From an optimization exercise on the open Yosys and OpenROAD flow, aimed at small area, a short achievable clock period and few clock cycles; shortcuts taken in it are not production practice.
Function was checked by simulation only, so behaviour that the tests miss may differ from the original.
Power is estimated from default activity; no workload was simulated.

[flow/run.sh]
#!/bin/bash
# synth_recipe.tcl (not shown) runs the flow's synth.tcl, then flattens the netlist and writes it again
# the make line also repeats each setting of config.mk as NAME=value (left out here)
make -C /OpenROAD-flow-scripts/flow DESIGN_CONFIG=/design/flow/config.mk WORK_HOME=/design/flow/orfs CLKGATE_MAP_FILE= SYNTH_SCRIPT=/design/flow/synth_recipe.tcl finish
[flow/config.mk]
export PLATFORM = sky130hd
export DESIGN_NAME = conv_top
export DESIGN_NICKNAME = conv_top
export VERILOG_FILES = /design/flow/design.v
export SDC_FILE = /design/flow/constraint.sdc
export NUM_CORES = 4
export LEC_CHECK = 0
export CAP_MARGIN = 20
export CORE_MARGIN = 2
export CORE_UTILIZATION = 40
export SLEW_MARGIN = 20
[flow/constraint.sdc]
create_clock -name core_clock -period 9.0 [get_ports {clk}]
set_input_delay 1.8000 -clock core_clock [delete_from_list [all_inputs] [get_ports {clk}]]
set_output_delay 1.8000 -clock core_clock [all_outputs]
set_load 0.01 [all_outputs]
[flow/design.v]
`default_nettype none
package conv_pkg;
   typedef logic [8-1:0] pixel_t;
   typedef logic [8-1:0] weight_t;
   typedef logic [20-1:0] acc_t;
   typedef logic [$clog2(4 * 4)-1:0] pix_idx_t;
   typedef logic [$clog2(3 * 3)-1:0] tap_idx_t;
   typedef logic [$clog2(2 * 2)-1:0] win_idx_t;
   typedef logic [6-1:0] wb_adr_t;
   typedef logic [32-1:0] wb_data_t;
   typedef enum logic [1:0] {
      seq_idle,
      seq_run,
      seq_flush
   } seq_state_t;
endpackage
`default_nettype wire
`default_nettype none
module conv_mac (
   input  wire logic clk,
   input  wire logic reset,
   input  wire logic mac_en,
   input  wire logic mac_first,
   input  wire conv_pkg::pixel_t pixel,
   input  wire conv_pkg::weight_t weight,
   output conv_pkg::acc_t acc
);
   conv_pkg::acc_t product;
   assign product = conv_pkg::acc_t'(pixel) * conv_pkg::acc_t'(weight);
   always_ff @(posedge clk)
   begin
      if (reset)
      begin
         acc <= '0;
      end
      else if (mac_en)
      begin
         if (mac_first)
         begin
            acc <= product;
         end
         else
         begin
            acc <= acc + product;
         end
      end
   end
endmodule
`default_nettype wire
`default_nettype none
module conv_sequencer (
   input  wire logic clk,
   input  wire logic reset,
   input  wire logic start,
   output logic busy,
   output conv_pkg::pix_idx_t pixel_idx,
   output conv_pkg::tap_idx_t tap_idx,
   output logic mac_en,
   output logic mac_first,
   output logic store,
   output conv_pkg::win_idx_t store_win,
   output logic done
);
   localparam int k_w = $clog2(3);
   localparam int w_w = $clog2(2);
   localparam logic [k_w-1:0] k_last = k_w'(3 - 1);
   localparam logic [w_w-1:0] w_last = w_w'(2 - 1);
   conv_pkg::seq_state_t state;
   logic [k_w-1:0] k_row;
   logic [k_w-1:0] k_col;
   logic [w_w-1:0] w_row;
   logic [w_w-1:0] w_col;
   logic [k_w:0] img_row;
   logic [k_w:0] img_col;
   logic last_col;
   logic last_tap;
   logic last_win;
   assign last_col = (k_col == k_last);
   assign last_tap = last_col && (k_row == k_last);
   assign last_win = (w_row == w_last) && (w_col == w_last);
   assign img_row = (k_w + 1)'(w_row) + (k_w + 1)'(k_row);
   assign img_col = (k_w + 1)'(w_col) + (k_w + 1)'(k_col);
   assign pixel_idx = conv_pkg::pix_idx_t'(img_row * 4 + img_col);
   assign tap_idx = conv_pkg::tap_idx_t'(k_row * 3 + k_col);
   assign busy = (state != conv_pkg::seq_idle);
   assign mac_en = (state == conv_pkg::seq_run);
   assign mac_first = mac_en && (k_row == '0) && (k_col == '0);
   always_ff @(posedge clk)
   begin
      if (reset)
      begin
         state <= conv_pkg::seq_idle;
         k_row <= '0;
         k_col <= '0;
         w_row <= '0;
         w_col <= '0;
         store <= 1'b0;
         done <= 1'b0;
      end
      else
      begin
         store <= 1'b0;
         done <= 1'b0;
         case (state)
            conv_pkg::seq_idle:
            begin
               k_row <= '0;
               k_col <= '0;
               w_row <= '0;
               w_col <= '0;
               if (start)
               begin
                  state <= conv_pkg::seq_run;
               end
            end
            conv_pkg::seq_run:
            begin
               if (last_col)
               begin
                  k_col <= '0;
                  k_row <= last_tap ? '0 : k_row + 1'b1;
               end
               else
               begin
                  k_col <= k_col + 1'b1;
               end
               if (last_tap)
               begin
                  store <= 1'b1;
                  if (w_col == w_last)
                  begin
                     w_col <= '0;
                     w_row <= w_row + 1'b1;
                  end
                  else
                  begin
                     w_col <= w_col + 1'b1;
                  end
                  if (last_win)
                  begin
                     done <= 1'b1;
                     state <= conv_pkg::seq_flush;
                  end
               end
            end
            conv_pkg::seq_flush:
            begin
               state <= conv_pkg::seq_idle;
            end
            default:
            begin
               state <= conv_pkg::seq_idle;
            end
         endcase
      end
   end
   always_ff @(posedge clk)
   begin
      if (mac_en && last_tap)
      begin
         store_win <= conv_pkg::win_idx_t'(w_row * 2 + w_col);
      end
   end
endmodule
`default_nettype wire
`default_nettype none
module conv_wb_regs (
   input  wire logic clk,
   input  wire logic reset,
   input  wire logic cyc,
   input  wire logic stb,
   input  wire logic we,
   input  wire conv_pkg::wb_adr_t adr,
   input  wire conv_pkg::wb_data_t dat_w,
   output logic ack,
   output conv_pkg::wb_data_t dat_r,
   output logic start,
   input  wire logic busy,
   input  wire logic done,
   input  wire conv_pkg::pix_idx_t pixel_idx,
   input  wire conv_pkg::tap_idx_t tap_idx,
   output conv_pkg::pixel_t pixel,
   output conv_pkg::weight_t weight,
   input  wire logic store,
   input  wire conv_pkg::win_idx_t store_win,
   input  wire conv_pkg::acc_t acc
);
   localparam int img_n = 4 * 4;
   localparam int ker_n = 3 * 3;
   localparam int res_n = 2 * 2;
   conv_pkg::pixel_t image [img_n];
   conv_pkg::weight_t kernel [ker_n];
   conv_pkg::acc_t result [res_n];
   logic done_flag;
   logic req;
   logic engine_busy;
   conv_pkg::wb_adr_t off_img;
   conv_pkg::wb_adr_t off_ker;
   conv_pkg::wb_adr_t off_res;
   logic in_img;
   logic in_ker;
   logic in_res;
   logic in_ctrl;
   conv_pkg::pix_idx_t img_sel;
   conv_pkg::tap_idx_t ker_sel;
   conv_pkg::win_idx_t res_sel;
   conv_pkg::wb_data_t rd_data;
   assign req = cyc && stb && !ack;
   assign engine_busy = busy || start;
   assign off_img = adr - 6'h00;
   assign off_ker = adr - 6'h10;
   assign off_res = adr - 6'h20;
   assign in_img = (off_img < conv_pkg::wb_adr_t'(img_n));
   assign in_ker = (off_ker < conv_pkg::wb_adr_t'(ker_n));
   assign in_res = (off_res < conv_pkg::wb_adr_t'(res_n));
   assign in_ctrl = (adr == 6'h28);
   assign img_sel = conv_pkg::pix_idx_t'(off_img);
   assign ker_sel = conv_pkg::tap_idx_t'(off_ker);
   assign res_sel = conv_pkg::win_idx_t'(off_res);
   assign pixel = image[pixel_idx];
   assign weight = kernel[tap_idx];
   always_comb
   begin
      rd_data = '0;
      if (in_img)
         rd_data = conv_pkg::wb_data_t'(image[img_sel]);
      else if (in_ker)
         rd_data = conv_pkg::wb_data_t'(kernel[ker_sel]);
      else if (in_res)
         rd_data = conv_pkg::wb_data_t'(result[res_sel]);
      else if (in_ctrl)
         rd_data = conv_pkg::wb_data_t'({done_flag, engine_busy});
   end
   always_ff @(posedge clk)
   begin
      if (reset)
      begin
         ack <= 1'b0;
         dat_r <= '0;
         start <= 1'b0;
      end
      else
      begin
         ack <= req;
         start <= req && we && in_ctrl && dat_w[0] && !engine_busy;
         if (req)
         begin
            dat_r <= rd_data;
         end
      end
   end
   always_ff @(posedge clk)
   begin
      if (reset)
      begin
         for (int i = 0; i < img_n; i++)
            image[i] <= '0;
         for (int i = 0; i < ker_n; i++)
            kernel[i] <= '0;
         for (int i = 0; i < res_n; i++)
            result[i] <= '0;
         done_flag <= 1'b0;
      end
      else
      begin
         if (req && we && !engine_busy)
         begin
            if (in_img)
            begin
               image[img_sel] <= conv_pkg::pixel_t'(dat_w);
            end
            if (in_ker)
            begin
               kernel[ker_sel] <= conv_pkg::weight_t'(dat_w);
            end
         end
         if (store)
         begin
            result[store_win] <= acc;
         end
         if (start)
         begin
            done_flag <= 1'b0;
         end
         else if (done)
         begin
            done_flag <= 1'b1;
         end
      end
   end
endmodule
`default_nettype wire
`default_nettype none
module conv_top (
   input  wire logic clk,
   input  wire logic reset,
   input  wire logic cyc,
   input  wire logic stb,
   input  wire logic we,
   input  wire conv_pkg::wb_adr_t adr,
   input  wire conv_pkg::wb_data_t dat_w,
   output wire logic ack,
   output wire conv_pkg::wb_data_t dat_r
);
   logic start;
   logic busy;
   logic done;
   logic mac_en;
   logic mac_first;
   logic store;
   conv_pkg::pix_idx_t pixel_idx;
   conv_pkg::tap_idx_t tap_idx;
   conv_pkg::pixel_t pixel;
   conv_pkg::weight_t weight;
   conv_pkg::win_idx_t store_win;
   conv_pkg::acc_t acc;
   conv_wb_regs i_regs (
      .clk(clk),
      .reset(reset),
      .cyc(cyc),
      .stb(stb),
      .we(we),
      .adr(adr),
      .dat_w(dat_w),
      .ack(ack),
      .dat_r(dat_r),
      .start(start),
      .busy(busy),
      .done(done),
      .pixel_idx(pixel_idx),
      .tap_idx(tap_idx),
      .pixel(pixel),
      .weight(weight),
      .store(store),
      .store_win(store_win),
      .acc(acc)
   );
   conv_sequencer i_seq (
      .clk(clk),
      .reset(reset),
      .start(start),
      .busy(busy),
      .pixel_idx(pixel_idx),
      .tap_idx(tap_idx),
      .mac_en(mac_en),
      .mac_first(mac_first),
      .store(store),
      .store_win(store_win),
      .done(done)
   );
   conv_mac i_mac (
      .clk(clk),
      .reset(reset),
      .mac_en(mac_en),
      .mac_first(mac_first),
      .pixel(pixel),
      .weight(weight),
      .acc(acc)
   );
endmodule
`default_nettype wire
==> impl_metrics.yaml <==
layout:
  multi_input_area_um2: 10500
  antenna_cells: 0
  fin_cells: 2527
  nFillCells: 5054
  layout_common_cells: "338 x edfxtp_1, 326 x and2_1, 137 x mux4_2"
  syn_to_final_growth_pct: 12.2
  finalNetCount: 1890
  drive_gt1_share_pct: 16.8
  layout_commonest_cell: "edfxtp_1"
  seq_area_um2: 11200
die:
  rows: 86
  core_um2: 55100
  floorplan.die_area_um2: 57700
  dieWidth_um: 240
  initial_core_util_pct: 40.5
  ios: 76
  die_h_um: 240
synth:
  synth_area_per_cell_um2: 13.5
  syn_area_um2: 22300
  async_flop_share_pct: 0
  ys.flop_type: "edfxtp_1"
  ys_ff_latch: 391
  yosys_warnings: 3
  syn_inst: 1654
  ys_types: 71
  synth_edf_count: 338
  seq_area_frac_synth_pct: 50.3
power:
  p_leak_nw: 9.43
  vdd_drop_max_v: 0.000124
  cellPowerDensity_nw_per_um2: 167
placed_design:
  io_buffers: 39
  gp_congestion: 0.883
  placedCellCount: 2449
  dp.final_hpwl_um: 37900
clocking:
  cts_tree: "yes"
  cts_buffer_depth: 3
  clk_pin_slew_ns: 0.06
  cts_buffers: 43
  cts_setup_buffers: 0
  hold_buffers: 0
  clk_latency_ns: 0.59
  cts_sinks: 391
  cts_resized: 0
  root_buffer: "clkbuf_16"
  htreeDepth: 2
outcome:
  status: "finished clean"
setup_path:
  r2r_end: "i_mac.acc[19]$_SDFFE_PP0P_"
  crit_family: "adder cells"
  r2r_start: "i_seq.k_col[1]$_SDFFE_PP0P_"
  worst-path-buf-inv: 5
  cp_common_cell: "fa_1"
  crit_required_ns: 9.47
  cp_slowest_cell: "mux4_2"
  cp-start-kind: "flip-flop"
  cpPeakStageDelay_ns: 0.56
  critPathKind: "flip-flop to flip-flop"
  r2r_slack_ns: 0.83
  crit_fanout: 32
  cp.arrival_ns: 8.64
  cp-end-kind: "flip-flop"
  worst-r2r-cell-count: 27
worst_hold_path:
  min_path_cells: 2
  holdCritStartpoint: "i_regs.dat_r[0]$_SDFFE_PP0P_"
  hp-class: "flip-flop to flip-flop"
  min_to: "i_regs.dat_r[0]$_SDFFE_PP0P_"
timing:
  fin_crit_sh_pct: 90.8
  hold_viol: 0
  slew_headroom_pct: 23.0
  max_freq_mhz: 122
  setup_tns_ns: 0
  tightest_slew_ns: 1.15
  rsz0062_at_grt: "false"
  setup_viol: 0
  min_period_ns: 8.17
  drv_slew: 0
  fin_skew_ns: 0.0217
drt:
  finalWirelength_um: 55100
  antenna_left: 0
  routedWlPerCell_um: 21.8
  drc: 0
  drt-initial-drc-count: 1224
  vias_per_cell: 5.41
  dr.pass1.iters: 5
  num_vias: 13700
job:
  max_cap_violations: 0
global_route:
  grt_usage_pct: 19.5
  grt_pass1_wl_um: 83400
  antenna_found_initial: 1
  grt_pass1_vias: 13600
  grt_overflow: 0
  grt_max_degree: 60
==> where the power goes <==
group	internal (mW)	switching (mW)
registers	2.03	0.0267
logic	0.157	0.232
clock network	0.999	0.735
==> state kept, by name (all words and copies together), names as in the netlist <==
| register | count |
|---|---|
| i_regs.kernel | 128 |
| i_seq.state | 2 |
| i_seq.store | 1 |
| i_seq.k_col | 2 |
| i_regs.ack | 1 |
| i_regs.dat_r | 20 |
| i_seq.store_win | 2 |
| i_mac.acc | 20 |
| i_seq.done | 1 |
| i_regs.start | 1 |
| i_regs.image | 128 |
| i_seq.w_col | 1 |
| i_seq.k_row | 2 |
| i_seq.w_row | 1 |
| i_regs.done_flag | 1 |
| i_regs.result | 80 |
==> tightest hold or removal path: stages (launching register included) <==
cell     delay (ns)
dfxtp_1        0.31
nand2_1        0.05
a21oi_1        0.05
==> per-stage QoR <==
step / power, mW / util, % / setup WS [ns] / cell area [um^2] / hold WS [ns]
floorplan: 2.36 / - / 1.29 / 22600 / 0.440
global placement: 2.48 / 42.9 / 0.895 / 23700 / 0.446
detailed placement: 2.49 / 42.9 / 0.792 / 23700 / 0.453
CTS: 4.22 / 45.4 / 0.772 / 25000 / 0.461
global route: 4.33 / 45.4 / 0.265 / 25000 / 0.501
finish: 4.18 / 45.4 / 0.828 / 25000 / 0.462
==> routing by layer <==
metal	global-route usage (%)	vias up	share of wire, %
met3	3.46	83	5.7
met1	26.4	6949	43
li1	-	6244	-
met5	0	-	0
met2	31.4	384	48
met4	7.19	0	3.3
==> final cells by class <==
| class | instances | area share (%) |
|---|---|---|
| clock buffers | 53 | 4.45 |
| well taps | 748 | 3.74 |
| multi-input cells | 1161 | 42.1 |
| flip-flops and latches | 391 | 44.8 |
| clock inverters | 24 | 1.02 |
| inverters | 63 | 0.945 |
| repair buffers | 87 | 2.95 |
==> synthesized netlist by cell type (10+ instances only) <==
library cell  instances  area [um^2]
a22oi_1              15          113
mux4_2              137         3090
nand2b_1             17          106
buf_6                10          113
xor2_1               14          123
fa_1                 39          781
xnor2_1              14          123
edfxtp_1            338        10100
a21o_1               10         75.1
buf_4                20          150
nor2b_1              11         68.8
a31oi_1              13         81.3
nor2_1               66          248
o21ai_0              48          240
dfxtp_1              53         1060
nand3_1              15         75.1
nor3_1               15         75.1
nand2_1              88          330
inv_1                63          236
nor2_4               12          135
a211oi_1             11         82.6
mux4_1               19          499
ha_1                 61          763
and2_1              326         2040
clkbuf_1             52          195
a21oi_1              51          255
buf_2                12         60.1
==> worst max-delay path by stage <==
stage | startpoint | cells past startpoint | endpoint
global placement | i_seq.k_col[1]$_SDFFE_PP0P_ | 27 | i_mac.acc[19]$_SDFFE_PP0P_
global route | i_seq.k_col[1]$_SDFFE_PP0P_ | 27 | i_mac.acc[19]$_SDFFE_PP0P_
finish | i_seq.k_col[1]$_SDFFE_PP0P_ | 27 | i_mac.acc[19]$_SDFFE_PP0P_
floorplan | i_seq.k_col[1]$_SDFFE_PP0P_ | 28 | i_mac.acc[19]$_SDFFE_PP0P_
CTS | i_seq.k_col[1]$_SDFFE_PP0P_ | 27 | i_mac.acc[19]$_SDFFE_PP0P_
detailed placement | i_seq.k_col[1]$_SDFFE_PP0P_ | 27 | i_mac.acc[19]$_SDFFE_PP0P_
==> cell families (layout without fill, tap and decap cells) <==
| kind of cell | Yosys count | in the layout | synth area share, % |
|---|---|---|---|
| adders and majority gates | 100 | 100 | 6.92 |
| and+or+nand+nor | 602 | 602 | 15.7 |
| buffers and inverters | 169 | 227 | 3.74 |
| DFF | 391 | 391 | 50.3 |
| muxes | 173 | 173 | 16.9 |
| other | 1 | 68 | 0.0168 |
| AOI/OAI and AO/OA | 190 | 190 | 5.41 |
| xor gates and xnor gates | 28 | 28 | 1.10 |
Testbench counts, summed over its fixed seeds: cycles 8,412.

==> port drivers added, routing unchanged <==
Ports are ideal in the flow. The routed layout listed here was re-timed in OpenROAD.
Step 1 assumes that a clkbuf_16 drives the clock port and a buf_2 every other input.
Step 2 times the ports against the registers' clock, not the clock port: input delays grow and output delays shrink by t, the midpoint of the rising clock arrivals with the driver on.
Three values: no drivers, after step 1, after step 2; two values: the first two.
t, ns: 0.634
setup slack, ns: 0.828 / 0.828 / 0.828
worst slew at a driven data input, ns: 0.04
pins driven straight from the clock port: 1
After both steps setup and hold are still met in this run. The setup slack of this run moves by 0.000 ns with the drivers and by 0.000 ns with both steps.
